What follows belongs to an exercise in optimizing a design on an open flow for small area; a production flow would make more cautious choices. Where RTL was checked, it was by simulation tests only, not by an equivalence proof against the original. Function not checked in runs 4 and 5: the RTL went through the layout flow alone. No activity file was given, so power comes from the tool's default toggle rates.

==> flow/design.v <==
`default_nettype none
package cpu_pkg;
    localparam int WORD_W = 32;
    localparam int REG_W  = 5;
    localparam int OP_W   = 5;
    typedef logic [WORD_W-1:0] word_t;     
    typedef logic [WORD_W-1:0] insn_t;
    typedef logic [REG_W-1:0]  reg_idx_t;
    typedef logic [OP_W-1:0]   opcode_t;
    typedef logic [OP_W-1:0]   alu_op_t;
    typedef enum logic [1:0] {FWD_RF, FWD_MEM, FWD_WB} fwd_sel_t;
    localparam opcode_t OP_RTYPE = 5'd0;
    localparam opcode_t OP_J     = 5'd1;
    localparam opcode_t OP_BNE   = 5'd2;
    localparam opcode_t OP_JAL   = 5'd3;
    localparam opcode_t OP_JR    = 5'd4;
    localparam opcode_t OP_ADDI  = 5'd5;
    localparam opcode_t OP_BLT   = 5'd6;
    localparam opcode_t OP_SW    = 5'd7;
    localparam opcode_t OP_LW    = 5'd8;
    localparam alu_op_t ALU_ADD = 5'd0;
    localparam alu_op_t ALU_SUB = 5'd1;
    localparam alu_op_t ALU_AND = 5'd2;
    localparam alu_op_t ALU_OR  = 5'd3;
    localparam alu_op_t ALU_SLL = 5'd4;
    localparam alu_op_t ALU_SRA = 5'd5;
    localparam int OPC_HI   = 31;
    localparam int OPC_LO   = 27;
    localparam int RD_HI    = 26;
    localparam int RD_LO    = 22;
    localparam int RS_HI    = 21;
    localparam int RS_LO    = 17;
    localparam int RT_HI    = 16;
    localparam int RT_LO    = 12;
    localparam int SHAMT_HI = 11;
    localparam int SHAMT_LO = 7;
    localparam int FUNC_HI  = 6;
    localparam int FUNC_LO  = 2;
    localparam int IMM_HI   = 16;    
    localparam int IMM_LO   = 0;
    localparam int TGT_HI   = 26;    
    localparam int TGT_LO   = 0;
    localparam reg_idx_t LINK_REG = 5'd31;    
    localparam insn_t    NOP_INSN = '0;       
endpackage
`default_nettype wire
`timescale 1ns/1ns
`default_nettype none
module processor (
    input  logic        clock,
    input  logic        rst_n,
    output logic [31:0] address_imem,
    input  logic [31:0] q_imem,
    output logic [31:0] address_dmem,
    output logic [31:0] data,
    output logic        wren,
    input  logic [31:0] q_dmem,
    output logic        ctrl_writeEnable,
    output logic [4:0]  ctrl_writeReg,
    output logic [4:0]  ctrl_readRegA,
    output logic [4:0]  ctrl_readRegB,
    output logic [31:0] data_writeReg,
    input  logic [31:0] data_readRegA,
    input  logic [31:0] data_readRegB
);
    localparam logic [2:0] S_F = 3'd0, S_E1 = 3'd1, S_E2 = 3'd2, S_M = 3'd3, S_P = 3'd4,
                           S_R1 = 3'd5, S_R2 = 3'd6, S_R3 = 3'd7;
    logic [31:0] pc;      
    logic [31:0] x;       
    logic [31:0] y;       
    logic [4:0]  ra;      
    logic [2:0]  st;
    logic        we_r;
    logic        wren_r;
    logic        taken_r;
    logic [4:0]  op, rd, rs, rt, sh, fn;
    assign op = q_imem[31:27];
    assign rd = q_imem[26:22];
    assign rs = q_imem[21:17];
    assign rt = q_imem[16:12];
    assign sh = q_imem[11:7];
    assign fn = q_imem[6:2];
    logic is_r, is_j, is_bne, is_jal, is_jr, is_addi, is_blt, is_sw, is_lw;
    assign is_r    = (op == 5'd0);
    assign is_j    = (op == 5'd1);
    assign is_bne  = (op == 5'd2);
    assign is_jal  = (op == 5'd3);
    assign is_jr   = (op == 5'd4);
    assign is_addi = (op == 5'd5);
    assign is_blt  = (op == 5'd6);
    assign is_sw   = (op == 5'd7);
    assign is_lw   = (op == 5'd8);
    logic in_p, in_m, in_r4;
    assign in_p  = (st == S_P);
    assign in_m  = (st == S_M);
    assign in_r4 = (st == S_R1) || (st == S_R2) || (st == S_R3);
    logic is_sub, is_cmp, to_tgt;
    assign is_sub = is_r && (fn == 5'd1);
    assign is_cmp = is_sub || is_bne || is_blt;       
    assign to_tgt = is_j || is_jal;
    logic use_pc, use_y, use_port, use_nport, use_imm, use_tgt, cin;
    always_comb begin
        if (!rst_n) begin
            use_pc    = 1'b0;
            use_y     = 1'b0;
            use_port  = 1'b0;
            use_nport = 1'b0;
            use_imm   = 1'b0;
            use_tgt   = 1'b0;
            cin       = 1'b0;
        end else if (in_p) begin
            use_pc    = !(to_tgt || is_jr);
            use_y     = is_jr;
            use_port  = 1'b0;
            use_nport = 1'b0;
            use_imm   = taken_r;
            use_tgt   = to_tgt;
            cin       = !(to_tgt || is_jr);
        end else begin
            use_pc    = is_jal;
            use_y     = !is_jal;
            use_port  = is_r && !is_sub;
            use_nport = is_cmp;
            use_imm   = !is_jal && !is_r && !is_bne && !is_blt;
            use_tgt   = 1'b0;
            cin       = is_jal || is_cmp;
        end
    end
    logic [31:0] immx;    
    assign immx = {{5{use_tgt ? q_imem[26] : q_imem[16]}},
                   use_tgt ? q_imem[26:17] : {10{q_imem[16]}}, q_imem[16:0]};
    logic [31:0] port;
    assign port = data_readRegA;
    logic [31:0] op1, op2;
    assign op1 = ({32{use_pc}} & pc) | ({32{use_y}} & y);
    assign op2 = ({32{use_port}} & port) | ({32{use_nport}} & ~port)
               | ({32{use_imm || use_tgt}} & immx);
    logic [31:0] pp, gg, sum;
    logic [32:0] cc;
    logic [7:0]  grp_g, grp_p;
    logic [8:0]  grp_c;
    assign pp = op1 ^ op2;
    assign gg = op1 & op2;
    always_comb begin
        for (int k = 0; k < 8; k++) begin
            grp_g[k] = gg[4*k+3] | (pp[4*k+3] & (gg[4*k+2] | (pp[4*k+2] & (gg[4*k+1] | (pp[4*k+1] & gg[4*k])))));
            grp_p[k] = &pp[4*k +: 4];
        end
        grp_c[0] = cin;
        for (int k = 0; k < 8; k++) grp_c[k+1] = grp_g[k] | (grp_p[k] & grp_c[k]);
        for (int k = 0; k < 8; k++) begin
            cc[4*k] = grp_c[k];
            for (int j = 0; j < 3; j++) cc[4*k+j+1] = gg[4*k+j] | (pp[4*k+j] & cc[4*k+j]);
        end
        cc[32] = grp_c[8];
    end
    assign sum = pp ^ cc[31:0];
    logic eq, lt, taken;
    assign eq    = &pp;                                      
    assign lt    = (y[31] ^ port[31]) ? y[31] : sum[31];     
    assign taken = (is_bne && !eq) || (is_blt && !lt && !eq);
    logic        is_sll, is_sra, is_shift;
    logic [4:0]  rot;
    logic [31:0] rotl, keepv, fillv;
    logic [3:0]  low_ok;      
    logic [7:0]  nib_ok;      
    logic        fill;
    assign is_sll   = is_r && (fn == 5'd4);
    assign is_sra   = is_r && (fn == 5'd5);
    assign is_shift = is_sll || is_sra;
    assign rot      = is_sra ? (5'd0 - sh) : sh;
    assign fill     = is_sra && y[31];
    always_comb begin
        logic [63:0] dbl;
        dbl  = {y, y} << rot[1:0];
        rotl = dbl[63:32];
        for (int i = 0; i < 4; i++) low_ok[i] = (2'(i) >= rot[1:0]);
        for (int n = 0; n < 8; n++) nib_ok[n] = (n + int'(rot[4:2])) < 8;
        for (int i = 0; i < 32; i++) begin
            logic keep;
            keep = nib_ok[i/4] && (i >= 4 || low_ok[i]);
            if (is_sra) keep = !keep || (sh == 5'd0);
            keepv[i] = keep && is_shift;
            fillv[i] = !keep && is_shift && fill;
        end
    end
    logic en_sum, en_and, en_or;
    assign en_sum = !is_r || (fn == 5'd0) || is_sub;
    assign en_and = is_r && (fn == 5'd2);
    assign en_or  = is_r && (fn == 5'd3);
    logic [31:0] alu;
    assign alu = ({32{en_sum}} & sum) | ({32{en_and}} & y & port) | ({32{en_or}} & (y | port))
               | (keepv & rotl) | fillv;
    logic writes;
    assign writes = (is_r || is_addi || is_lw || is_jal) && ((rd != 5'd0) || is_jal);
    logic [2:0] after_e2, after_r16;
    always_comb begin
        case (rot[3:2])
            2'd0:    after_r16 = S_P;
            2'd1:    after_r16 = S_R1;
            2'd2:    after_r16 = S_R2;
            default: after_r16 = S_R3;
        endcase
        if (is_lw || (is_shift && rot[4])) after_e2 = S_M;
        else if (is_shift)                after_e2 = after_r16;
        else                              after_e2 = S_P;
    end
    always_ff @(posedge clock) begin
        x <= ({32{in_m && is_lw}} & q_dmem) | ({32{in_m && !is_lw}} & {x[15:0], x[31:16]})
           | ({32{in_r4}} & {x[27:0], x[31:28]}) | ({32{!in_m && !in_r4}} & alu);
        y <= port;
        case (st)
            S_F:     ra <= rs;
            S_E1:    ra <= is_r ? rt : rd;
            default: ra <= is_jal ? 5'd31 : rd;
        endcase
        taken_r <= taken;
    end
    always_ff @(posedge clock) begin
        if (!rst_n || in_p) begin
            pc <= sum;
        end
    end
    always_ff @(posedge clock) begin
        if (!rst_n) begin
            st <= S_F;
        end else begin
            case (st)
                S_F:     st <= S_E1;
                S_E1:    st <= S_E2;
                S_E2:    st <= after_e2;
                S_M:     st <= is_lw ? S_P : after_r16;
                S_R3:    st <= S_R2;
                S_R2:    st <= S_R1;
                S_R1:    st <= S_P;
                default: st <= S_F;
            endcase
        end
    end
    always_ff @(posedge clock) begin
        we_r   <= writes;
        wren_r <= is_sw;
    end
    assign address_imem     = pc;
    assign address_dmem     = x;
    assign data             = y;
    assign wren             = wren_r && in_p;
    assign ctrl_writeEnable = we_r && in_p;
    assign ctrl_writeReg    = ra;
    assign data_writeReg    = x;
    assign ctrl_readRegA    = ra;
    assign ctrl_readRegB    = ra;
endmodule
`default_nettype wire
==> flow/flow/run.sh <==
#!/bin/bash
# Standard ORFS layout with three changes: ABC maps the logic with flow/area.abc,
# the port buffers use the smallest buffer cell, and clock tree synthesis adds
# no dummy loads. Each tool's output goes to a log file in this folder.
set -euo pipefail
here=$(pwd)
# the standard synthesis script, with abc's -script replaced
cat > "$here/synth_area.tcl" <<EOF
proc abc {args} {
    set i [lsearch -exact \$args -script]
    if {\$i >= 0} {
        lset args [expr {\$i + 1}] {$here/flow/area.abc}
    }
    yosys abc {*}\$args
}
source {$here/synth_recipe.tcl}
EOF
export BUFFER_PORTS_ARGS="-buffer_cell sky130_fd_sc_hd__buf_1"
export CTS_ARGS="-sink_clustering_enable -repair_clock_nets -buf_list sky130_fd_sc_hd__clkbuf_8 -dont_use_dummy_load"
bash standard.sh "SYNTH_SCRIPT=$here/synth_area.tcl" synth > synth.log 2>&1
bash standard.sh "BUFFER_PORTS_ARGS=$BUFFER_PORTS_ARGS" "CTS_ARGS=$CTS_ARGS" finish > layout.log 2>&1
==> flow/flow/area.abc <==
strash
&get -n
&st
&dch -f
&nf -R 1000
&put
topo
==> flow/standard.sh <==
#!/bin/bash
# synth_recipe.tcl (not shown) runs the flow's synth.tcl, then flattens the netlist and writes it again
# the make line also repeats each setting of config.mk as NAME=value (left out here)
make -C /OpenROAD-flow-scripts/flow DESIGN_CONFIG=/design/flow/config.mk WORK_HOME=/design/flow/orfs CLKGATE_MAP_FILE= SYNTH_SCRIPT=/design/flow/synth_recipe.tcl "${@:-finish}"
==> flow/config.mk <==
export PLATFORM = sky130hd
export DESIGN_NAME = processor
export DESIGN_NICKNAME = processor
export VERILOG_FILES = /design/flow/design.v
export SDC_FILE = /design/flow/constraint.sdc
export NUM_CORES = 4
export LEC_CHECK = 0
export CAP_MARGIN = 0
export CORE_MARGIN = 2
export CORE_UTILIZATION = 70
export CTS_BUF_LIST = sky130_fd_sc_hd__clkbuf_8
export PLACE_DENSITY = 0.8
export SLEW_MARGIN = 0
==> flow/constraint.sdc <==
create_clock -name core_clock -period 10.0 [get_ports {clock}]
set_input_delay 2.0000 -clock core_clock [delete_from_list [all_inputs] [get_ports {clock}]]
set_output_delay 2.0000 -clock core_clock [all_outputs]
set_load 0.01 [all_outputs]
==> results of run 1 <==
cell type report:
type                            instances  area [um^2]  share of cell area [%]
Clock buffer                            9          124                    1.40
Inverter                               20         75.1                   0.851
Multi-Input combinational cell        734         4930                    55.9
Sequential cell                       107         2460                    27.9
Tap cell                              140          175                    1.98
Timing Repair Buffer                  262         1060                    12.0
worst min path at each step:
stage,endpoint,slack (ps),cells past startpoint
2_1_floorplan,x[16],560,2
3_3_place_gp,x[18],530,2
3_5_place_dp,x[19],530,2
5_1_grt,x[31],590,2
4_1_cts,x[19],560,2
6_report,x[19],560,2
cell usage after synthesis (4+ instances only):
master and n:
a211o_1 5, a211oi_1 17, a21o_1 7, a21oi_1 40, a222oi_1 32, a22o_1 31
a31oi_1 5, a32oi_1 31, and2_0 4, and3_1 6, buf_4 42, clkinv_1 20
dfxtp_1 75, edfxtp_1 32, fa_1 24, ha_1 34, mux2_1 9, mux2i_1 25
nand2_1 181, nand2b_1 8, nand3_1 34, nand4_1 5, nor2_1 43, nor2b_1 7
nor3_1 19, o211ai_1 18, o21ai_0 97, o22ai_1 4, o31ai_1 8, or2_0 4
or3_1 4, xnor2_1 4, xor2_1 7
per-stage QoR:
step,setup WS (ps),hold WS [ps],cell area (um^2)
after floorplan,1830,556,7740
after global placement,1310,530,8690
after detailed placement,1110,530,8690
after CTS,1500,557,8820
after global routing,789,590,8830
final,1280,561,8830
cells by family (layout without fill, tap and decap cells):
family / Yosys count / in the layout / share of synthesized area [%]
AND/OR/NAND/NOR: 326 / 326 / 18.4
AO/OA/AOI/OAI: 305 / 305 / 27.2
flip-flops: 107 / 107 / 31.8
buffers and inverters: 62 / 291 / 5.04
adder cells (fa/ha/maj): 58 / 58 / 11.7
multiplexers: 34 / 34 / 4.54
XOR/XNOR: 11 / 11 / 1.24
power by group:
group | total [uW] | switching, uW | internal, uW | leakage [uW]
sequential | 663 | 103 | 560 | 0.000948
clock | 222 | 141 | 81.3 | 0.0000647
combinational | 655 | 433 | 222 | 0.00250
flip-flops by register name, summed over array words and instances, names as in the netlist:
register  cells
pc           32
x            32
y            32
ra            5
st            3
taken_r       1
we_r          1
wren_r        1
metal layers:
layer | routed length (um) | vias to the layer above
li1 | - | 3885
met1 | 9720 | 4124
met2 | 12600 | 932
met3 | 4350 | 197
met4 | 2090 | 0
met5 | 0 | -
worst register-to-register path: cells and delay by family (launching register included):
| kind | cells | cell delay [ps] |
|---|---|---|
| AO/OA/AOI/OAI | 11 | 3210 |
| adder cells (fa/ha/maj) | 4 | 1700 |
| AND/OR/NAND/NOR | 8 | 1450 |
| flip-flops | 1 | 450 |
| buffers and inverters | 1 | 340 |
| XOR/XNOR | 1 | 190 |
==> flow_metrics.env, run 1 <==
export IMPL_synth_seq_cells=107
export IMPL_met2_usage_pct=74.0
export IMPL_synth_warnings=29
export IMPL_fillers=746
export IMPL_synthArstFlopShare_pct=0
export IMPL_r2r_start="st[1]"
export IMPL_rows=38
export IMPL_post_drt_wl_per_cell_um=22.6
export IMPL_antenna_found_initial=0
export IMPL_setup_violations=0
export IMPL_regToRegSetupSlack_ps=2580
export IMPL_path_delay_family="compound AO/OA/AOI/OAI gates"
export IMPL_rsz0062_at_grt="false"
export IMPL_drt_iter0_drc=1612
export IMPL_start_kind="input pin"
export IMPL_ys_seq_area_share_pct=31.8
export IMPL_crit_path_frequent_cell="nand2_1"
export IMPL_overflow=0
export IMPL_drive_gt1_share_pct=3.36
export IMPL_crit_path_start="q_imem[30]"
export IMPL_antenna_cells=0
export IMPL_worstPathArrival_ps=9010
export IMPL_grt_usage_pct=48.4
export IMPL_crit_slowest_cell="nor3_1"
export IMPL_dp_final_hpwl_mm=21.4
export IMPL_leakage_uw=0.00352
export IMPL_cts_buffers=9
export IMPL_min_delay_start="x[15]"
export IMPL_period_minus_slack_ps=8720
export IMPL_syn_area_um2=7740
export IMPL_end_kind="register"
export IMPL_place_congestion=1.01
export IMPL_final_cell_count_no_fill=1272
export IMPL_worst_path_buf_inv=3
export IMPL_status="timing/DRC/antenna clean"
export IMPL_grt_max_degree=50
export IMPL_path_max_fanout=12
export IMPL_relSlewSlack_pct=32.7
export IMPL_synthCells=903
export IMPL_grt_use_met1_pct=61.5
export IMPL_routed_wirelength_mm=28.8
export IMPL_r2r_cells=25
export IMPL_synth_largest_area_cell="dfxtp_1"
export IMPL_die_x_um=109
export IMPL_synth_area_leaders="dfxtp_1 19%, edfxtp_1 12%, nand2_1 8.8%"
export IMPL_finalMaxSlewViolations=0
export IMPL_power_density_nw_per_um2=174
export IMPL_cts_resized=0
export IMPL_die_y_um=109
export IMPL_hold_buffers=0
export IMPL_via_per_inst=7.18
export IMPL_final_core_util_pct=81.8
export IMPL_synth_edff_count=32
export IMPL_port_buffers=242
export IMPL_synth_avg_cell_area_um2=8.57
export IMPL_synth_top_cell_area_share_pct=19.4
export IMPL_vias=9138
export IMPL_p_total_uw=1540
export IMPL_cts_setup_buffers=0
export IMPL_r2r_end="x[27]"
export IMPL_cts_root_buf="clkbuf_8"
export IMPL_clockBufferDepth=2
export IMPL_worstMarginPinSlew_ps=1010
export IMPL_cts_tree="built"
export IMPL_final_period_utilization_pct=87.2
export IMPL_worstSetupPathType="in -> reg"
export IMPL_layout_common_cells="241 x buf_1, 181 x nand2_1, 96 x o21ai_0"
export IMPL_num_nets_final=1322
export IMPL_antenna_left=0
export IMPL_initial_core_util_pct=71.7
export IMPL_htree_levels=3
export IMPL_maxCapViolCount=0
export IMPL_syn_nets=1091
export IMPL_synth_ff_type="dfxtp_1"
export IMPL_die_area_um2=11900
export IMPL_hold_path_class="reg -> reg"
export IMPL_coreArea_um2=10800
export IMPL_yosysUniqueCellTypes=47
export IMPL_grt_pass1_vias=8157
export IMPL_num_io_pins=275
export IMPL_clock_sinks=107
export IMPL_fin_setup_tns_ps=0
export IMPL_dr_pass1_iters=11
export IMPL_dp_cells=1263
export IMPL_fmax_mhz=115
export IMPL_hold_viol=0
export IMPL_gr_usage_met3_pct=11.4
export IMPL_area_growth_pct=14.0
export IMPL_clock_skew_ps=36.1
export IMPL_ir_worst_vdd_v=0.000166
export IMPL_cp_depth=30
export IMPL_clkTransAtPathRegs_ps=110
export IMPL_endpoint="x[31]"
export IMPL_drc=0
export IMPL_final_common_cell="buf_1"
export IMPL_worstPathRequired_ps=10290
export IMPL_clk_latency_ps=400
export IMPL_cpPeakStageDelay_ps=690
export IMPL_busiest_layer="met2"
export IMPL_grt_first_pass_wirelength_mm=43.6
==> inputs of run 2 (changes only) <==
--- a/flow/config.mk
+++ b/flow/config.mk
@@ -11,2 +11,3 @@
 export CTS_BUF_LIST = sky130_fd_sc_hd__clkbuf_8
+export GPL_TIMING_DRIVEN = 0
 export PLACE_DENSITY = 0.8
==> flow_metrics.env, run 2 <==
export IMPL_rows=38
export IMPL_busiest_layer="met2"
export IMPL_synth_warnings=29
export IMPL_hold_path_class="reg -> reg"
export IMPL_die_y_um=109
export IMPL_cts_tree="built"
export IMPL_fin_ws_ps=792
export IMPL_initial_core_util_pct=71.7
export IMPL_met2_usage_pct=73.2
export IMPL_stdcell_area_um2=9260
export IMPL_maxCapViolCount=0
export IMPL_place_area_um2=9130
export IMPL_end_kind="register"
export IMPL_worst_path_buf_inv=2
export IMPL_cts_resized=0
export IMPL_clock_skew_ps=11.5
export IMPL_fmax_mhz=109
export IMPL_antenna_found_initial=0
export IMPL_clockBufferDepth=2
export IMPL_path_delay_family="compound AO/OA/AOI/OAI gates"
export IMPL_coreArea_um2=10800
export IMPL_clk_latency_ps=390
export IMPL_gr_usage_met3_pct=13.9
export IMPL_synth_most_common_cell="nand2_1"
export IMPL_r2r_start="st[1]"
export IMPL_ff_latch_area_um2=2460
export IMPL_cts_buffers=9
export IMPL_relSlewSlack_pct=19.0
export IMPL_status="timing/DRC/antenna clean"
export IMPL_grt_first_pass_wirelength_mm=43.0
export IMPL_dp_final_hpwl_mm=21.6
export IMPL_fillers=681
export IMPL_synth_largest_area_cell="dfxtp_1"
export IMPL_hold_viol=0
export IMPL_synth_area_leaders="dfxtp_1 19%, edfxtp_1 12%, nand2_1 8.8%"
export IMPL_grt_max_degree=35
export IMPL_reg_top3="pc x32, x x32, y x32"
export IMPL_syn_nets=1091
export IMPL_crit_path_start="q_imem[30]"
export IMPL_clock_sinks=107
export IMPL_worstSetupPathType="in -> reg"
export IMPL_worstPathArrival_ps=9490
export IMPL_place_congestion=1.01
export IMPL_drt_iter0_drc=1630
export IMPL_antenna_left=0
export IMPL_hold_ws_ps=562
export IMPL_rsz0062_at_grt="false"
export IMPL_via_per_inst=7.04
export IMPL_setup_violations=0
export IMPL_power_density_nw_per_um2=175
export IMPL_period_minus_slack_ps=9210
export IMPL_worstMarginPinSlew_ps=1220
export IMPL_dr_pass1_iters=9
export IMPL_layout_common_cells="241 x buf_1, 180 x nand2_1, 96 x o21ai_0"
export IMPL_synth_top_cell_area_share_pct=19.4
export IMPL_cpPeakStageDelay_ps=830
export IMPL_htree_levels=3
export IMPL_hold_buffers=0
export IMPL_ys_seq_area_share_pct=31.8
export IMPL_netlist_top_cells_count="181 x nand2_1, 97 x o21ai_0, 75 x dfxtp_1, 43 x nor2_1, 42 x buf_4"
export IMPL_synth_ff_type="dfxtp_1"
export IMPL_num_nets_final=1362
export IMPL_port_buffers=242
export IMPL_num_io_pins=275
export IMPL_crit_slowest_cell="and3_2"
export IMPL_drive_gt1_share_pct=7.17
export IMPL_worstPathRequired_ps=10280
export IMPL_die_x_um=109
export IMPL_path_max_fanout=33
export IMPL_die_area_um2=11900
export IMPL_synth_edff_count=32
export IMPL_yosysUniqueCellTypes=47
export IMPL_post_drt_wl_per_cell_um=21.8
export IMPL_syn_area_um2=7740
export IMPL_final_common_cell="buf_1"
export IMPL_area_growth_pct=19.6
export IMPL_leakage_uw=0.00375
export IMPL_drc=0
export IMPL_final_period_utilization_pct=92.1
export IMPL_start_kind="input pin"
export IMPL_grt_usage_pct=47.4
export IMPL_finalMaxSlewViolations=0
export IMPL_overflow=0
export IMPL_routed_wirelength_mm=28.7
export IMPL_synth_seq_cells=107
export IMPL_vias=9250
export IMPL_clkTransAtPathRegs_ps=100
export IMPL_ir_worst_vdd_v=0.000131
export IMPL_min_delay_start="x[26]"
export IMPL_cts_setup_buffers=0
export IMPL_cts_root_buf="clkbuf_8"
export IMPL_synthArstFlopShare_pct=0
export IMPL_grt_pass1_vias=8292
export IMPL_grt_use_met1_pct=58.1
export IMPL_synth_avg_cell_area_um2=8.57
export IMPL_synthCells=903
export IMPL_multi_input_area_um2=4950
export IMPL_dp_slack_ps=906
[run 2: cell counts after synthesis]
Identical to the previous run, type by type.
[run 2: where the power goes]
part	internal, uW	switching (uW)	total (uW)
logic	297	437	734
clock network	81.3	143	224
registers	560	105	665
total	938	685	1620
[run 2: cells by family after synthesis]
family,count (synthesis),share of synthesized area (%)
AO/OA/AOI/OAI,305,27.2
flip-flops,107,31.8
XOR/XNOR,11,1.24
multiplexers,34,4.54
AND/OR/NAND/NOR,326,18.4
adder cells (fa/ha/maj),58,11.7
buffers and inverters,62,5.04
[run 2: final timing paths]
kind	slack, ps	to	cells past startpoint
min reg2reg	560	x[30]	2
max	790	x[31]	28
min	560	x[30]	2
max reg2reg	1890	x[31]	28
[run 2: through the flow]
stage | instances | setup TNS (ps) | total power, uW | utilization (%)
finish | 1313 | 0 | 1620 | 85.8
global route | 1312 | 0 | 1700 | 85.8
CTS | 1312 | 0 | 1590 | 85.8
detailed placement | 1303 | 0 | 1370 | 84.6
global placement | 1285 | -1440 | 1340 | 81.8
floorplan | 903 | 0 | 1080 | -
[run 2: area by class of cell]
type | count | area share (%)
plain buffers | 42 | 3.40
diodes | 1 | 0.0270
repair buffers | 260 | 12.5
inverters | 20 | 0.811
well taps | 140 | 1.89
clock buffers | 9 | 1.34
flip-flops and latches | 107 | 26.6
multi-input cells | 734 | 53.5
[run 2: tightest hold or removal path, cell delays in order, from the launching register on]
cell      delay [ps]
dfxtp_1          380
a222oi_1          90
nand2_1           70
[run 2: routing by layer]
layer / part of all wire (%) / wire [um] / vias to the layer above
li1: - / - / 3980
met5: 0 / 0 / -
met3: 15 / 4240 / 200
met2: 44 / 12700 / 896
met1: 34 / 9800 / 4174
met4: 6.6 / 1900 / 0
==> inputs of run 3 (changes only) <==
--- a/flow/flow/run.sh
+++ b/flow/flow/run.sh
@@ -20,2 +20,2 @@
 bash standard.sh "SYNTH_SCRIPT=$here/synth_area.tcl" synth > synth.log 2>&1
-bash standard.sh "BUFFER_PORTS_ARGS=$BUFFER_PORTS_ARGS" "CTS_ARGS=$CTS_ARGS" finish > layout.log 2>&1
+bash standard.sh "BUFFER_PORTS_ARGS=$BUFFER_PORTS_ARGS" "CTS_ARGS=$CTS_ARGS" RECOVER_POWER=100 finish > layout.log 2>&1
==> flow/flow/area.abc (replaced) <==
strash
&get -n
&st
&dch -f
&nf -R 1000
&put
strash
&get -n
&st
&dch -f
&nf -R 1000
&put
topo
--- a/flow/config.mk
+++ b/flow/config.mk
@@ -11,3 +11,2 @@
 export CTS_BUF_LIST = sky130_fd_sc_hd__clkbuf_8
-export GPL_TIMING_DRIVEN = 0
 export PLACE_DENSITY = 0.8
==> flow_metrics.env, run 3 <==
export IMPL_status="timing/DRC/antenna clean"
export IMPL_worstSetupPathType="in -> reg"
export IMPL_antenna_left=0
export IMPL_final_core_util_pct=81.9
export IMPL_fmax_mhz=104
export IMPL_antenna_found_initial=1
export IMPL_relSlewSlack_pct=22.3
export IMPL_synth_avg_cell_area_um2=8.45
export IMPL_coreArea_um2=10800
export IMPL_clock_sinks=107
export IMPL_hold_buffers=0
export IMPL_clockBufferDepth=2
export IMPL_min_delay_start="x[21]"
export IMPL_synth_largest_area_cell="dfxtp_1"
export IMPL_synth_top_cell_area_share_pct=19.5
export IMPL_regToRegSetupSlack_ps=1980
export IMPL_grt_usage_pct=48.7
export IMPL_cts_tree="built"
export IMPL_area_growth_pct=14.6
export IMPL_period_minus_slack_ps=9600
export IMPL_path_max_fanout=8
export IMPL_die_x_um=109
export IMPL_num_nets_final=1339
export IMPL_cts_resized=0
export IMPL_via_per_inst=7.12
export IMPL_synth_edff_count=32
export IMPL_port_buffers=242
export IMPL_r2r_cells=27
export IMPL_maxCapViolCount=0
export IMPL_drt_iter0_drc=1801
export IMPL_cts_setup_buffers=0
export IMPL_hold_depth=2
export IMPL_holdPathEnd="x[5]"
export IMPL_ir_worst_vdd_v=0.000187
export IMPL_overflow=0
export IMPL_clock_skew_ps=32.6
export IMPL_place_congestion=1.06
export IMPL_antenna_cells=0
export IMPL_synth_seq_cells=107
export IMPL_grt_first_pass_wirelength_mm=43.6
export IMPL_r2r_end="x[27]"
export IMPL_post_drt_wl_per_cell_um=22.8
export IMPL_synth_area_leaders="dfxtp_1 19%, edfxtp_1 12%, nand2_1 7.9%"
export IMPL_die_y_um=109
export IMPL_power_density_nw_per_um2=173
export IMPL_cts_root_buf="clkbuf_8"
export IMPL_synth_ff_type="dfxtp_1"
export IMPL_netlist_top_cells_count="162 x nand2_1, 101 x o21ai_0, 75 x dfxtp_1, 64 x a21oi_1, 61 x nor2_1"
export IMPL_yosysUniqueCellTypes=52
export IMPL_cts_buffers=9
export IMPL_synthCells=913
export IMPL_dr_pass1_iters=10
export IMPL_dp_cells=1280
export IMPL_dp_slack_ps=298
export IMPL_drc=0
export IMPL_syn_nets=1101
export IMPL_clk_latency_ps=400
export IMPL_ys_seq_area_share_pct=31.9
export IMPL_grt_pass1_vias=7936
export IMPL_drive_gt1_share_pct=3.66
export IMPL_dp_final_hpwl_mm=21.8
export IMPL_routed_wirelength_mm=29.4
export IMPL_die_area_um2=11900
export IMPL_worstMarginPinSlew_ps=1170
export IMPL_vias=9173
export IMPL_layout_common_cells="238 x buf_1, 162 x nand2_1, 100 x o21ai_0"
export IMPL_finalMaxSlewViolations=0
export IMPL_worstPathArrival_ps=9880
export IMPL_final_common_cell="buf_1"
export IMPL_fillers=763
export IMPL_htree_levels=3
export IMPL_synthArstFlopShare_pct=0
export IMPL_initial_core_util_pct=71.5
export IMPL_reg_top3="pc x32, x x32, y x32"
export IMPL_fin_setup_tns_ps=0
export IMPL_worstPathRequired_ps=10280
export IMPL_hold_path_class="reg -> reg"
export IMPL_syn_area_um2=7720
export IMPL_setup_violations=0
export IMPL_end_kind="register"
export IMPL_final_cell_count_no_fill=1289
export IMPL_clkTransAtPathRegs_ps=120
export IMPL_grt_max_degree=39
export IMPL_fin_ws_ps=400
export IMPL_rsz0062_at_grt="false"
export IMPL_num_io_pins=275
export IMPL_r2r_start="st[1]"
export IMPL_synth_warnings=29
export IMPL_start_kind="input pin"
export IMPL_leakage_uw=0.00355
export IMPL_synth_most_common_cell="nand2_1"
export IMPL_final_period_utilization_pct=96.0
export IMPL_rows=38
export IMPL_hold_viol=0
-- run 3: layer usage --
layer / global-route usage (%) / wire length, um
met5: 0 / 0
met2: 74.3 / 13200
met1: 62.1 / 10000
met3: 13.5 / 4300
met4: 28.1 / 1860
-- run 3: how the worst max path moves through the flow --
stage	startpoint	to	slack, ps
6_report	q_imem[31]	x[27]	400
3_3_place_gp	q_imem[31]	x[27]	510
2_1_floorplan	q_imem[31]	x[30]	1020
5_1_grt	q_imem[5]	x[31]	8
4_1_cts	q_imem[31]	x[27]	700
3_5_place_dp	q_imem[31]	x[27]	300
-- run 3: cells by family (layout without fill, tap and decap cells) --
kind of cell / count (synthesis) / count (layout) / share of synthesized area (%)
fa+ha+maj: 58 / 58 / 11.7
compound gates: 297 / 297 / 25.6
xor+xnor: 11 / 11 / 1.25
mux: 33 / 33 / 4.48
simple gates: 345 / 345 / 20.0
buf+inv: 62 / 298 / 5.06
flops: 107 / 107 / 31.9
-- run 3: power by group --
group          internal (uW)  switching, uW  total [uW]
Sequential               560            111         671
Combinational            221            417         638
Clock                   81.4            143         224
-- run 3: layout make-up --
| class | count | area [um^2] | area share, % |
|---|---|---|---|
| flip-flops and latches | 107 | 2460 | 27.8 |
| repair buffers | 269 | 1100 | 12.4 |
| multi-input cells | 744 | 4910 | 55.5 |
| clock buffers | 9 | 124 | 1.40 |
| inverters | 20 | 75.1 | 0.849 |
| well taps | 140 | 175 | 1.98 |
-- run 3: critical path, cell delays in order --
cell,delay [ps]
clkbuf_1,150
or3_1,450
nor2_1,430
nor2_1,80
a31oi_1,250
nand2_1,100
nor2_2,370
a22o_1,240
ha_1,240
a21oi_1,160
nor2_1,50
a211oi_1,200
o21ai_0,270
a221o_1,480
a211oi_1,510
o21ai_0,410
a2111oi_0,530
buf_4,190
o21ai_0,250
fa_1,530
fa_1,460
fa_1,460
xor2_1,200
a32oi_1,180
nand2_1,110
nor3_1,440
o21ai_0,130
-- run 3: through the flow --
step,instance area [um^2],hold slack [ps],total power [uW]
6_report,8840,550,1530
5_1_grt,8840,580,1610
4_1_cts,8860,543,1500
3_5_place_dp,8740,537,1290
3_3_place_gp,8740,531,1270
2_1_floorplan,7720,556,1080
==> inputs of run 4 (changes only) <==
--- a/flow/design.v
+++ b/flow/design.v
@@ -137,6 +137,4 @@
                | ({32{use_imm || use_tgt}} & immx);
-    logic [31:0] pp, gg, sum;
+    logic [31:0] pp, gg, sum, pg_g, pg_p;
     logic [32:0] cc;
-    logic [7:0]  grp_g, grp_p;
-    logic [8:0]  grp_c;
     assign pp = op1 ^ op2;
@@ -144,13 +142,16 @@
     always_comb begin
-        for (int k = 0; k < 8; k++) begin
-            grp_g[k] = gg[4*k+3] | (pp[4*k+3] & (gg[4*k+2] | (pp[4*k+2] & (gg[4*k+1] | (pp[4*k+1] & gg[4*k])))));
-            grp_p[k] = &pp[4*k +: 4];
-        end
-        grp_c[0] = cin;
-        for (int k = 0; k < 8; k++) grp_c[k+1] = grp_g[k] | (grp_p[k] & grp_c[k]);
-        for (int k = 0; k < 8; k++) begin
-            cc[4*k] = grp_c[k];
-            for (int j = 0; j < 3; j++) cc[4*k+j+1] = gg[4*k+j] | (pp[4*k+j] & cc[4*k+j]);
-        end
-        cc[32] = grp_c[8];
+        pg_g = gg;
+        pg_p = pp;
+        for (int l = 1; l < 32; l = l * 2)
+            for (int i = 2*l-1; i < 32; i += 2*l) begin
+                pg_g[i] = pg_g[i] | (pg_p[i] & pg_g[i-l]);
+                pg_p[i] = pg_p[i] & pg_p[i-l];
+            end
+        for (int l = 8; l >= 1; l = l / 2)
+            for (int i = 3*l-1; i < 32; i += 2*l) begin
+                pg_g[i] = pg_g[i] | (pg_p[i] & pg_g[i-l]);
+                pg_p[i] = pg_p[i] & pg_p[i-l];
+            end
+        cc[0] = cin;
+        for (int i = 0; i < 32; i++) cc[i+1] = pg_g[i] | (pg_p[i] & cin);
     end
--- a/flow/flow/run.sh
+++ b/flow/flow/run.sh
@@ -20,2 +20,2 @@
 bash standard.sh "SYNTH_SCRIPT=$here/synth_area.tcl" synth > synth.log 2>&1
-bash standard.sh "BUFFER_PORTS_ARGS=$BUFFER_PORTS_ARGS" "CTS_ARGS=$CTS_ARGS" RECOVER_POWER=100 finish > layout.log 2>&1
+bash standard.sh "BUFFER_PORTS_ARGS=$BUFFER_PORTS_ARGS" "CTS_ARGS=$CTS_ARGS" finish > layout.log 2>&1
==> flow/flow/area.abc (replaced) <==
strash
&get -n
&st
&dch -f
&nf -R 1000
&put
topo
==> flow_metrics.env, run 4 <==
export IMPL_die_area_um2=11900
export IMPL_drc=0
export IMPL_coreArea_um2=10800
export IMPL_fin_setup_tns_ps=0
export IMPL_die_y_um=109
export IMPL_layout_common_cells="241 x buf_1, 163 x nand2_1, 124 x o21ai_0"
export IMPL_final_period_utilization_pct=79.5
export IMPL_synth_most_common_cell="nand2_1"
export IMPL_cp_cell_sequence="buf_1 > nor3_1 > and2_0 > a21oi_1 > nor2_1 > buf_4 > o21ai_0 > nand2_1 > ha_1 > a21oi_1 > nor2_1 > a211oi_1 > o2111ai_1 > a221oi_1 > o21ai_0 > nand3_1 > nand2_1 > a21oi_1 > xnor2_1 > a32oi_1 > o211ai_1 > o21ai_0 > nand3_1"
export IMPL_worstPathRequired_ps=10260
export IMPL_setup_violations=0
export IMPL_synthMuxAreaShare_pct=5.40
export IMPL_antenna_found_initial=0
export IMPL_worstSetupPathType="in -> reg"
export IMPL_power_density_nw_per_um2=172
export IMPL_synth_avg_cell_area_um2=8.06
export IMPL_syn_nets=1125
export IMPL_status="timing/DRC/antenna clean"
export IMPL_relSlewSlack_pct=20.9
export IMPL_crit_slowest_cell="nor2_1"
export IMPL_clock_sinks=107
export IMPL_maxCapViolCount=0
export IMPL_grt_usage_pct=46.5
export IMPL_vias=9169
export IMPL_clock_skew_ps=17.1
export IMPL_post_drt_wl_per_cell_um=21.3
export IMPL_power_frac_seq_pct=43.8
export IMPL_yosys_area_share_adder_pct=5.75
export IMPL_hold_buffers=0
export IMPL_place_congestion=1.01
export IMPL_hold_viol=0
export IMPL_dr_pass1_iters=8
export IMPL_htree_levels=3
export IMPL_syn_area_um2=7740
export IMPL_cts_resized=0
export IMPL_synthCells=960
export IMPL_synth_compound_area_share_pct=29.5
export IMPL_synth_largest_area_cell="dfxtp_1"
export IMPL_via_per_inst=6.93
export IMPL_hold_path_class="reg -> reg"
export IMPL_reg_top3="pc x32, x x32, y x32"
export IMPL_netlist_top_cells_count="163 x nand2_1, 126 x o21ai_0, 84 x a21oi_1, 75 x dfxtp_1, 44 x nor2_1"
export IMPL_switching_share_pct=43.3
export IMPL_internal_power_uw=855
export IMPL_grt_first_pass_wirelength_mm=42.1
export IMPL_rows=38
export IMPL_worstPathArrival_ps=8210
export IMPL_leakage_uw=0.00343
export IMPL_cts_tree="built"
export IMPL_cts_setup_buffers=0
export IMPL_path_max_fanout=18
export IMPL_drt_iter0_drc=1404
export IMPL_synth_simple_area_share_pct=18.7
export IMPL_grt_pass1_vias=8061
export IMPL_synth_edff_count=32
export IMPL_stdcell_area_um2=8780
export IMPL_overflow=0
export IMPL_synth_xor_area_share_pct=3.96
export IMPL_die_x_um=109
export IMPL_synthArstFlopShare_pct=0
export IMPL_period_minus_slack_ps=7950
export IMPL_cts_root_buf="clkbuf_8"
export IMPL_ir_worst_vdd_v=0.000157
export IMPL_p_clk_share_pct=15.0
export IMPL_synth_warnings=29
export IMPL_initial_core_util_pct=71.7
export IMPL_dp_final_hpwl_mm=20.8
export IMPL_p_total_uw=1510
export IMPL_clockBufferDepth=2
export IMPL_rsz0062_at_grt="false"
export IMPL_pwr_share_comb_pct=41.2
export IMPL_synth_seq_cells=107
export IMPL_start_kind="input pin"
export IMPL_routed_wirelength_mm=28.2
export IMPL_synth_area_leaders="dfxtp_1 19%, edfxtp_1 12%, o21ai_0 8.1%"
export IMPL_synth_ff_type="dfxtp_1"
export IMPL_yosysUniqueCellTypes=51
export IMPL_place_area_um2=8660
export IMPL_area_growth_pct=13.5
export IMPL_worstMarginPinSlew_ps=1180
export IMPL_final_common_cell="buf_1"
export IMPL_cpPeakStageDelay_ps=760
export IMPL_num_nets_final=1351
export IMPL_antenna_left=0
export IMPL_ys_seq_area_share_pct=31.8
export IMPL_fmax_mhz=126
export IMPL_synth_top_family_by_area="compound AO/OA/AOI/OAI gates"
export IMPL_cts_buffers=9
export IMPL_synth_top_cell_area_share_pct=19.4
export IMPL_clk_latency_ps=400
export IMPL_num_io_pins=275
export IMPL_clkTransAtPathRegs_ps=100
export IMPL_port_buffers=242
export IMPL_p_switching_uw=654
export IMPL_drive_gt1_share_pct=2.87
export IMPL_finalMaxSlewViolations=0
export IMPL_antenna_cells=0
export IMPL_grt_max_degree=37
export IMPL_end_kind="register"
-- run 4: logic make-up (layout without fill, tap and decap cells) --
logic type               Yosys count  after routing
buffers and inverters             60            284
multiplexers                      40             40
AND/OR/NAND/NOR                  320            320
flip-flops                       107            107
adder cells (fa/ha/maj)           35             35
XOR/XNOR                          35             35
AO/OA/AOI/OAI                    363            363
-- run 4: metal layers --
layer	part of all wire (%)	track usage, %	wire [um]
met1	35	59.0	9750
met5	0	0	0
met3	16	13.1	4380
met4	6.2	24.6	1740
met2	44	71.8	12300
-- run 4: power groups by stage --
stage          logic [uW]  registers, uW  clock network [uW]
3_5_place_dp          600            666                   0
4_1_cts               604            657                 220
6_report              622            662                 226
5_1_grt               672            673                 237
2_1_floorplan         395            691                   0
3_3_place_gp          590            661                   0
-- run 4: final timing paths --
check              from  endpoint  slack [ps]  cells after the start
max          q_imem[31]     x[27]        2050                     23
min                x[2]     x[18]         480                      2
max reg2reg       st[1]     x[27]        3620                     22
min reg2reg        x[2]     x[18]         480                      2
-- run 4: layout make-up --
| type | count | area, um^2 |
|---|---|---|
| Fill cell | 789 | 2010 |
| Timing Repair Buffer | 257 | 1020 |
| Multi-Input combinational cell | 793 | 4930 |
| Clock buffer | 9 | 124 |
| Sequential cell | 107 | 2460 |
| Inverter | 18 | 67.6 |
| Tap cell | 140 | 175 |
-- run 4: through the flow --
stage	setup slack (ps)	std cells	hold WS [ps]	utilization, %
after floorplan	3320	960	487	-
after global placement	2070	1315	453	80.2
after detailed placement	1990	1315	460	80.2
after CTS	2380	1324	473	81.4
after global routing	1670	1324	506	81.4
final	2050	1324	478	81.4
-- run 4: critical path: cells and delay by family --
family,cells,cell delay (ps)
AND/OR/NAND/NOR,8,2240
AO/OA/AOI/OAI,11,3020
adder cells (fa/ha/maj),1,280
XOR/XNOR,1,110
buffers and inverters,2,530
==> inputs of run 5 (changes only) <==
==> flow/flow/area.abc (replaced) <==
strash
&get -n
&st
&dch -f
&nf -R 1000
&put
strash
&get -n
&st
&dch -f
&nf -R 1000
&put
topo
==> flow_metrics.env, run 5 <==
export IMPL_coreArea_um2=10700
export IMPL_final_period_utilization_pct=84.5
export IMPL_end_kind="register"
export IMPL_final_common_cell="buf_1"
export IMPL_ir_worst_vdd_v=0.000181
export IMPL_rsz0062_at_grt="false"
export IMPL_clock_sinks=107
export IMPL_place_congestion=1.02
export IMPL_synthArstFlopShare_pct=0
export IMPL_antenna_left=0
export IMPL_htree_levels=3
export IMPL_r2r_cells=25
export IMPL_leakage_uw=0.00349
export IMPL_synth_largest_area_cell="dfxtp_1"
export IMPL_stdcell_area_um2=8700
export IMPL_die_area_um2=11800
export IMPL_via_per_inst=6.89
export IMPL_grt_usage_pct=44.9
export IMPL_synth_warnings=29
export IMPL_worstMarginPinSlew_ps=1090
export IMPL_synth_top_cell_area_share_pct=19.6
export IMPL_hold_buffers=0
export IMPL_worstPathRequired_ps=10240
export IMPL_grt_pass1_vias=7946
export IMPL_cts_tree="built"
export IMPL_place_area_um2=8570
export IMPL_fin_setup_tns_ps=0
export IMPL_die_y_um=109
export IMPL_power_density_nw_per_um2=172
export IMPL_clockBufferDepth=2
export IMPL_num_nets_final=1323
export IMPL_cts_buffers=9
export IMPL_p_total_uw=1500
export IMPL_initial_core_util_pct=71.3
export IMPL_path_max_fanout=12
export IMPL_vias=8939
export IMPL_syn_nets=1097
export IMPL_fin_ws_ps=1550
export IMPL_dr_pass1_iters=9
export IMPL_routed_wirelength_mm=27.2
export IMPL_ys_seq_area_share_pct=32.1
export IMPL_grt_first_pass_wirelength_mm=40.7
export IMPL_cpPeakStageDelay_ps=810
export IMPL_crit_slowest_cell="a2111oi_0"
export IMPL_dp_final_hpwl_mm=20.3
export IMPL_grt_max_degree=42
export IMPL_post_drt_wl_per_cell_um=21.0
export IMPL_hold_path_class="reg -> reg"
export IMPL_clkTransAtPathRegs_ps=100
export IMPL_synth_seq_cells=107
export IMPL_antenna_found_initial=0
export IMPL_dp_slack_ps=1640
export IMPL_setup_violations=0
export IMPL_die_x_um=109
export IMPL_synth_avg_cell_area_um2=8.23
export IMPL_drt_iter0_drc=1327
export IMPL_finalMaxSlewViolations=0
export IMPL_relSlewSlack_pct=27.3
export IMPL_yosysUniqueCellTypes=51
export IMPL_status="timing/DRC/antenna clean"
export IMPL_overflow=0
export IMPL_clk_latency_ps=380
export IMPL_cts_setup_buffers=0
export IMPL_port_buffers=242
export IMPL_hold_ws_ps=482
export IMPL_syn_area_um2=7670
export IMPL_drive_gt1_share_pct=2.68
export IMPL_worstPathArrival_ps=8700
export IMPL_ff_latch_area_um2=2460
export IMPL_synth_area_leaders="dfxtp_1 20%, edfxtp_1 13%, nand2_1 9.4%"
export IMPL_fmax_mhz=118
export IMPL_maxCapViolCount=0
export IMPL_period_minus_slack_ps=8450
export IMPL_synth_edff_count=32
export IMPL_fillers=736
export IMPL_hold_depth=2
export IMPL_start_kind="input pin"
export IMPL_num_io_pins=275
export IMPL_layout_common_cells="241 x buf_1, 193 x nand2_1, 91 x o21ai_0"
export IMPL_multi_input_area_um2=4850
export IMPL_hold_viol=0
export IMPL_reg_top3="pc x32, x x32, y x32"
export IMPL_drc=0
export IMPL_rows=38
export IMPL_area_growth_pct=13.4
export IMPL_synth_most_common_cell="nand2_1"
export IMPL_cts_root_buf="clkbuf_8"
export IMPL_cts_resized=0
export IMPL_clock_skew_ps=24.3
export IMPL_netlist_top_cells_count="193 x nand2_1, 92 x o21ai_0, 77 x a21oi_1, 75 x dfxtp_1, 49 x nor2_1"
export IMPL_synthCells=932
export IMPL_worstSetupPathType="in -> reg"
export IMPL_synth_ff_type="dfxtp_1"
[run 5: cell count changes after synthesis, sizes merged, moves of 8 or more]
cell	change
a222oi	+19
a22o	-9
a31oi	-14
maj3	+29
nand2	+30
nand3	-9
nand4	-8
nor3	-10
o21ai	-34
[run 5: final timing paths]
| kind | startpoint | slack [ps] | endpoint |
|---|---|---|---|
| max | q_imem[31] | 1550 | x[31] |
| min | x[0] | 480 | x[16] |
| max reg2reg | st[1] | 2730 | x[31] |
| min reg2reg | x[0] | 480 | x[16] |
[run 5: worst max-delay path: cells and delay by family]
family	cells	cell delay, ps
AO/OA/AOI/OAI	10	3480
AND/OR/NAND/NOR	12	2620
adder cells (fa/ha/maj)	1	270
XOR/XNOR	1	210
buffers and inverters	1	100
[run 5: cell type report]
cell class                 count  area share, %
tap                          140           2.01
timing repair buffer         257           11.8
multi-input combinational    768           55.8
antenna                        1         0.0288
inverter                      15          0.647
sequential                   107           28.3
clock buffer                   9           1.42
[run 5: cell families (layout without fill, tap and decap cells)]
group / count (synthesis) / count (layout) / synth area share, %
other cells: 0 / 1 / 0
buf+inv: 57 / 281 / 4.85
compound gates: 310 / 310 / 26.5
flops: 107 / 107 / 32.1
simple gates: 323 / 323 / 18.1
fa+ha+maj: 64 / 64 / 9.60
xor+xnor: 36 / 36 / 4.11
mux: 35 / 35 / 4.70
[run 5: per-stage QoR]
stage                     util [%]  std cells
final                         80.9       1297
after CTS                     80.9       1296
after detailed placement      79.8       1287
after floorplan                  -        932
after global routing          80.9       1296
after global placement        79.8       1287
[run 5: where the power goes]
part,switching (uW),internal (uW),total (uW)
Clock,136,81.3,218
Sequential,94.1,561,655
Combinational,412,215,627
Total,643,857,1500
[run 5: routing by layer]
metal / part of all wire [%] / vias to the layer above / GRT usage, % / routed length, um
met4: 4.9 / 0 / 25.4 / 1340
li1: - / 3955 / - / -
met5: 0 / - / 0 / 0
met1: 37 / 4108 / 59.4 / 10000
met2: 44 / 759 / 68.1 / 12100
met3: 14 / 117 / 9.92 / 3790
==> inputs of run 6 (changes only) <==
--- a/flow/design.v
+++ b/flow/design.v
@@ -164,3 +164,3 @@
     logic [4:0]  rot;
-    logic [31:0] rotl, keepv, fillv;
+    logic [31:0] rotl, sh_out;
     logic [3:0]  low_ok;      
@@ -183,4 +183,3 @@
             if (is_sra) keep = !keep || (sh == 5'd0);
-            keepv[i] = keep && is_shift;
-            fillv[i] = !keep && is_shift && fill;
+            sh_out[i] = keep ? rotl[i] : fill;
         end
@@ -193,3 +192,3 @@
     assign alu = ({32{en_sum}} & sum) | ({32{en_and}} & y & port) | ({32{en_or}} & (y | port))
-               | (keepv & rotl) | fillv;
+               | ({32{is_shift}} & sh_out);
     logic writes;
==> flow_metrics.env, run 6 <==
export IMPL_status="timing/DRC/antenna clean"
export IMPL_min_delay_start="x[26]"
export IMPL_rsz0062_at_grt="false"
export IMPL_finalMaxSlewViolations=0
export IMPL_port_buffers=242
export IMPL_num_nets_final=1301
export IMPL_synthCells=911
export IMPL_die_y_um=108
export IMPL_synthArstFlopShare_pct=0
export IMPL_clock_sinks=107
export IMPL_die_area_um2=11700
export IMPL_synth_top_cell_area_share_pct=19.7
export IMPL_grt_usage_pct=44.0
export IMPL_coreArea_um2=10700
export IMPL_initial_core_util_pct=71.1
export IMPL_setup_violations=0
export IMPL_clk_latency_ps=400
export IMPL_grt_pass1_vias=7495
export IMPL_cts_buffers=9
export IMPL_ys_seq_area_share_pct=32.4
export IMPL_grt_first_pass_wirelength_mm=39.3
export IMPL_fillers=781
export IMPL_worstMarginPinSlew_ps=1170
export IMPL_place_congestion=0.987
export IMPL_synth_largest_area_cell="dfxtp_1"
export IMPL_synth_most_common_cell="nand2_1"
export IMPL_cp_depth=23
export IMPL_r2r_end="x[27]"
export IMPL_overflow=0
export IMPL_drt_iter0_drc=1212
export IMPL_vias=8594
export IMPL_syn_nets=1077
export IMPL_fmax_mhz=122
export IMPL_clkTransAtPathRegs_ps=110
export IMPL_drc=0
export IMPL_grt_max_degree=41
export IMPL_die_x_um=108
export IMPL_netlist_top_cells_count="144 x nand2_1, 123 x o21ai_0, 75 x a21oi_1, 75 x dfxtp_1, 63 x nor2_1"
export IMPL_worstSetupPathType="in -> reg"
export IMPL_end_kind="register"
export IMPL_crit_slowest_cell="nor2_2"
export IMPL_cts_tree="built"
export IMPL_layout_common_cells="240 x buf_1, 144 x nand2_1, 122 x o21ai_0"
export IMPL_final_common_cell="buf_1"
export IMPL_worst_path_buf_inv=2
export IMPL_cpPeakStageDelay_ps=760
export IMPL_via_per_inst=6.75
export IMPL_cts_root_buf="clkbuf_8"
export IMPL_worstPathRequired_ps=10260
export IMPL_hold_path_class="reg -> reg"
export IMPL_multi_input_area_um2=4800
export IMPL_regToRegSetupSlack_ps=3300
export IMPL_final_core_util_pct=80.6
export IMPL_reg_top3="pc x32, x x32, y x32"
export IMPL_clock_skew_ps=33.0
export IMPL_antenna_left=0
export IMPL_num_io_pins=275
export IMPL_cts_setup_buffers=0
export IMPL_maxCapViolCount=0
export IMPL_area_growth_pct=13.4
export IMPL_path_max_fanout=18
export IMPL_r2r_cells=23
export IMPL_routed_wirelength_mm=26.5
export IMPL_leakage_uw=0.00332
export IMPL_htree_levels=3
export IMPL_cp_cell_sequence="buf_1 > nor3_1 > and3_1 > o21bai_1 > nand2_1 > nor2_2 > a22o_1 > ha_1 > a21oi_1 > nor2_1 > a211oi_1 > o22ai_1 > a211oi_1 > o21ai_0 > a221oi_1 > o21ai_0 > and2_0 > a21boi_0 > clkinv_1 > a21oi_1 > xnor2_1 > a21oi_1 > o21ai_0"
export IMPL_ir_worst_vdd_v=0.000120
export IMPL_dr_pass1_iters=8
export IMPL_fin_setup_tns_ps=0
export IMPL_r2r_start="st[1]"
export IMPL_antenna_found_initial=1
export IMPL_hold_buffers=0
export IMPL_worstPathArrival_ps=8430
export IMPL_yosysUniqueCellTypes=47
export IMPL_period_minus_slack_ps=8170
export IMPL_clockBufferDepth=2
export IMPL_synth_avg_cell_area_um2=8.35
export IMPL_drive_gt1_share_pct=2.74
export IMPL_relSlewSlack_pct=21.0
export IMPL_syn_area_um2=7610
export IMPL_crit_path_start="q_imem[30]"
export IMPL_power_density_nw_per_um2=172
export IMPL_post_drt_wl_per_cell_um=20.8
export IMPL_dp_final_hpwl_mm=19.6
export IMPL_path_delay_family="compound AO/OA/AOI/OAI gates"
export IMPL_endpoint="x[27]"
export IMPL_rows=38
export IMPL_synth_area_leaders="dfxtp_1 20%, edfxtp_1 13%, o21ai_0 8.1%"
export IMPL_synth_edff_count=32
export IMPL_synth_ff_type="dfxtp_1"
export IMPL_ff_latch_area_um2=2460
export IMPL_hold_viol=0
export IMPL_synth_seq_cells=107
export IMPL_cts_resized=0
export IMPL_start_kind="input pin"
export IMPL_synth_warnings=29
export IMPL_final_period_utilization_pct=81.7
## run 6: final cells by class
cell class / count / area share [%]
diodes: 1 / 0.0290
well taps: 140 / 2.03
repair buffers: 255 / 11.7
inverters: 14 / 0.609
flip-flops and latches: 107 / 28.5
multi-input cells: 748 / 55.7
clock buffers: 9 / 1.44
## run 6: how the worst min path moves through the flow
| stage | endpoint | slack (ps) | depth (start not counted) |
|---|---|---|---|
| floorplan | x[31] | 540 | 2 |
| global placement | x[31] | 510 | 2 |
| detailed placement | x[10] | 530 | 2 |
| CTS | x[10] | 530 | 2 |
| global route | x[10] | 540 | 2 |
| finish | x[10] | 520 | 2 |
## run 6: worst register-to-register path: stages, from the launching register on
cell	delay (ps)
dfxtp_1	380
nor2_1	300
nand2_1	200
nor2_1	740
a311oi_1	130
nor2_1	480
nand2_1	110
nand2_1	80
ha_1	260
a21oi_1	210
nor2_1	70
a211oi_1	320
o22ai_1	130
a211oi_1	380
o21ai_0	330
a221oi_1	620
o21ai_0	240
and2_0	240
a21boi_0	300
clkinv_1	130
a21oi_1	200
xnor2_1	120
a21oi_1	480
o21ai_0	140
## run 6: cell families (layout without fill, tap and decap cells)
family	after synthesis	count (layout)	share of synthesized area, %
AOI/OAI and AO/OA	347	347	29.5
and+or+nand+nor	270	270	15.2
DFF	107	107	32.4
adders and majority gates	65	65	9.84
buffers and inverters	56	278	4.84
muxes	35	35	4.74
xor gates and xnor gates	31	31	3.57
other	0	1	0
## run 6: per-stage QoR
stage                     area (um^2)  worst slack [ps]  hold WS (ps)  power [uW]  cells
after floorplan                  7610              3040           541        1070    911
after global placement           8500              1830           508        1240   1264
after detailed placement         8500              1710           525        1250   1264
after CTS                        8620              2120           532        1460   1273
after global routing             8620              1560           543        1560   1273
final                            8630              1830           522        1490   1274
## run 6: routing by layer
| layer | vias up | GRT usage, % | part of all wire, % |
|---|---|---|---|
| li1 | 3897 | - | - |
| met1 | 3938 | 56.2 | 37 |
| met2 | 641 | 67.9 | 45 |
| met3 | 118 | 10.5 | 13 |
| met4 | 0 | 25.5 | 5.1 |
| met5 | - | 0 | 0 |
## run 6: power by group
group | total [uW] | leakage, uW | internal [uW] | switching (uW)
Combinational | 603 | 0.00231 | 211 | 392
Sequential | 663 | 0.000948 | 560 | 103
Clock | 219 | 0.0000647 | 81.3 | 138
Total | 1490 | 0.00332 | 852 | 633
==> inputs of run 7 (changes only) <==
--- a/flow/flow/area.abc
+++ b/flow/flow/area.abc
@@ -3,2 +3,3 @@
 &st
+&dc2
 &dch -f
==> flow_metrics.env, run 7 <==
export IMPL_status="timing/DRC/antenna clean"
export IMPL_synth_avg_cell_area_um2=8.59
export IMPL_synth_top_cell_area_share_pct=19.9
export IMPL_hold_viol=0
export IMPL_internal_power_uw=983
export IMPL_cts_buffers=9
export IMPL_port_buffers=242
export IMPL_pwr_share_comb_pct=46.5
export IMPL_worst_path_buf_inv=3
export IMPL_coreArea_um2=10400
export IMPL_reg_top3="pc x32, x x32, y x32"
export IMPL_clock_sinks=107
export IMPL_place_congestion=1.05
export IMPL_final_core_util_pct=82.8
export IMPL_synth_area_leaders="dfxtp_1 20%, edfxtp_1 13%, o21ai_0 7.5%"
export IMPL_synth_largest_area_cell="dfxtp_1"
export IMPL_path_delay_family="simple AND/OR/NAND/NOR gates"
export IMPL_path_max_fanout=19
export IMPL_routed_wirelength_mm=26.9
export IMPL_cts_root_buf="clkbuf_8"
export IMPL_synth_most_common_cell="nand2_1"
export IMPL_die_area_um2=11600
export IMPL_hold_path_class="reg -> reg"
export IMPL_clkTransAtPathRegs_ps=120
export IMPL_p_total_uw=1810
export IMPL_area_growth_pct=14.0
export IMPL_switching_share_pct=45.8
export IMPL_ff_latch_area_um2=2460
export IMPL_period_minus_slack_ps=7940
export IMPL_ys_seq_area_share_pct=32.7
export IMPL_cts_resized=0
export IMPL_synth_ff_type="dfxtp_1"
export IMPL_dr_pass1_iters=7
export IMPL_p_clk_share_pct=12.4
export IMPL_synthCells=877
export IMPL_clk_latency_ps=380
export IMPL_cts_tree="built"
export IMPL_relSlewSlack_pct=21.5
export IMPL_vias=8665
export IMPL_die_x_um=108
export IMPL_grt_first_pass_wirelength_mm=40.3
export IMPL_worstPathArrival_ps=8140
export IMPL_worstSetupPathType="in -> reg"
export IMPL_htree_levels=3
export IMPL_grt_usage_pct=44.8
export IMPL_synth_warnings=29
export IMPL_layout_common_cells="241 x buf_1, 118 x nand2_1, 112 x o21ai_0"
export IMPL_grt_max_degree=38
export IMPL_synth_seq_cells=107
export IMPL_fillers=705
export IMPL_clockBufferDepth=2
export IMPL_antenna_found_initial=0
export IMPL_netlist_top_cells_count="118 x nand2_1, 113 x o21ai_0, 75 x dfxtp_1, 72 x nor2_1, 55 x a21oi_1"
export IMPL_grt_pass1_vias=7505
export IMPL_multi_input_area_um2=4750
export IMPL_ir_worst_vdd_v=0.000190
export IMPL_post_drt_wl_per_cell_um=21.7
export IMPL_antenna_left=0
export IMPL_worstPathRequired_ps=10200
export IMPL_syn_area_um2=7530
export IMPL_start_kind="input pin"
export IMPL_dp_final_hpwl_mm=19.8
export IMPL_crit_slowest_cell="nand4_1"
export IMPL_via_per_inst=6.99
export IMPL_rows=37
export IMPL_overflow=0
export IMPL_drc=0
export IMPL_hold_buffers=0
export IMPL_setup_violations=0
export IMPL_num_io_pins=275
export IMPL_num_nets_final=1270
export IMPL_worstMarginPinSlew_ps=1180
export IMPL_yosysUniqueCellTypes=45
export IMPL_cp_cell_sequence="buf_1 > nor3_1 > and2_0 > nand4_1 > buf_4 > nand2_1 > o21ai_0 > nand2_1 > ha_1 > and3_1 > nand4_1 > nor2_1 > a21o_1 > nand2b_1 > o211ai_1 > clkinv_1 > o21ai_0 > a31oi_1 > o21ai_0 > a21oi_1 > xnor2_1 > nand2b_1 > a31oi_1 > a31oi_1"
export IMPL_fin_setup_tns_ps=0
export IMPL_rsz0062_at_grt="false"
export IMPL_clock_skew_ps=32.7
export IMPL_p_switching_uw=829
export IMPL_fmax_mhz=126
export IMPL_drive_gt1_share_pct=3.18
export IMPL_power_density_nw_per_um2=211
export IMPL_synth_edff_count=32
export IMPL_finalMaxSlewViolations=0
export IMPL_final_period_utilization_pct=79.4
export IMPL_initial_core_util_pct=72.6
export IMPL_final_common_cell="buf_1"
export IMPL_maxCapViolCount=0
export IMPL_cts_setup_buffers=0
export IMPL_die_y_um=108
export IMPL_drt_iter0_drc=1369
export IMPL_end_kind="register"
export IMPL_syn_nets=1043
export IMPL_cpPeakStageDelay_ps=790
export IMPL_synthArstFlopShare_pct=0
export IMPL_leakage_uw=0.00335
export IMPL_power_frac_seq_pct=41.1
run 7: final timing paths:
path                   start  endpoint  slack, ps  cells after the start
hold / removal          x[8]     x[12]        460                      2
hold reg to reg         x[8]     x[12]        460                      2
setup / recovery  q_imem[30]   taken_r       2060                     24
setup reg to reg       st[1]   taken_r       3450                     23
run 7: worst reg2reg max path, stage by stage, from the launching register on:
cell	delay, ps
dfxtp_1	390
nor2_1	310
and2_0	230
and3_1	440
a21oi_1	110
a21oi_1	940
nand2_1	300
nand2_1	140
ha_1	210
and3_1	210
nand4_1	120
nor2_1	240
a21o_1	300
nand2b_1	90
o211ai_1	210
clkinv_1	110
o21ai_0	450
a31oi_1	250
o21ai_0	400
a21oi_1	150
xnor2_1	340
nand2b_1	100
a31oi_1	230
a31oi_1	120
run 7: stage by stage:
stage	worst slack, ps	instances	area (um^2)	hold WS (ps)
finish	2060	1239	8590	460
detailed placement	2040	1229	8460	476
CTS	2380	1238	8590	459
floorplan	2440	877	7530	486
global placement	2190	1229	8460	466
global route	1570	1238	8590	467
run 7: cell families after synthesis:
| family | after synthesis | synth area share (%) |
|---|---|---|
| adders and majority gates | 67 | 10.2 |
| and+or+nand+nor | 254 | 14.6 |
| muxes | 38 | 5.15 |
| DFF | 107 | 32.7 |
| buffers and inverters | 54 | 4.78 |
| AOI/OAI and AO/OA | 326 | 28.9 |
| xor gates and xnor gates | 31 | 3.61 |
run 7: area by class of cell:
cell class                      count  share of cell area, %
Tap cell                          136                   1.98
Sequential cell                   107                   28.7
Antenna cell                        1                 0.0291
Multi-Input combinational cell    716                   55.4
Timing Repair Buffer              258                   12.0
Clock buffer                        9                   1.44
Inverter                           12                  0.524
run 7: per-layer routing:
layer	global-route usage, %	wire, um	vias to the layer above
li1	-	-	3814
met1	59.4	9990	3958
met2	68.6	11900	773
met3	9.75	3590	120
met4	23.1	1430	0
met5	0	0	-
run 7: power by group through the flow:
stage	sequential, uW	combinational (uW)	clock, uW
5_1_grt	755	904	235
4_1_cts	739	818	220
2_1_floorplan	772	547	0
3_5_place_dp	750	812	0
3_3_place_gp	741	796	0
6_report	745	842	224

-- separate check: timing with driven ports --
No port has a modelled driver above. Below, the same layouts with a new extraction and two added sets of constraints.
Step 1 (the two cells are an assumption about what drives the block):
set clk [get_ports {clock}]
set_driving_cell -lib_cell sky130_fd_sc_hd__clkbuf_16 $clk
set_driving_cell -lib_cell sky130_fd_sc_hd__buf_2 [delete_from_list [all_inputs] $clk]
Step 2 moves the port delays by t, midway between the first and last clock arrival at a register: inputs arrive t later, outputs are due t later. That takes back most of the time a late clock gives input paths.
Slacks: ideal / step 1 / step 2; pairs: ideal / step 1.
run	t, ns	setup slack, ns	cell pins on the clock port's net
run 1	0.416	1.281 / 1.300 / 0.884	1
run 2	0.420	0.792 / 0.809 / 0.388	1
run 3	0.424	0.400 / 0.414 / -0.010	1
run 4	0.433	2.052 / 2.073 / 1.640	1
run 5	0.411	1.548 / 1.565 / 1.154	1
run 6	0.417	1.829 / 1.841 / 1.424	1
run 7	0.404	2.065 / 2.079 / 1.675	1
With both steps, setup timing fails in run 3, where it was met with ideal ports. The setup slack of run 4, which loses most, moves by +0.021 ns with the drivers and by -0.412 ns with both steps.
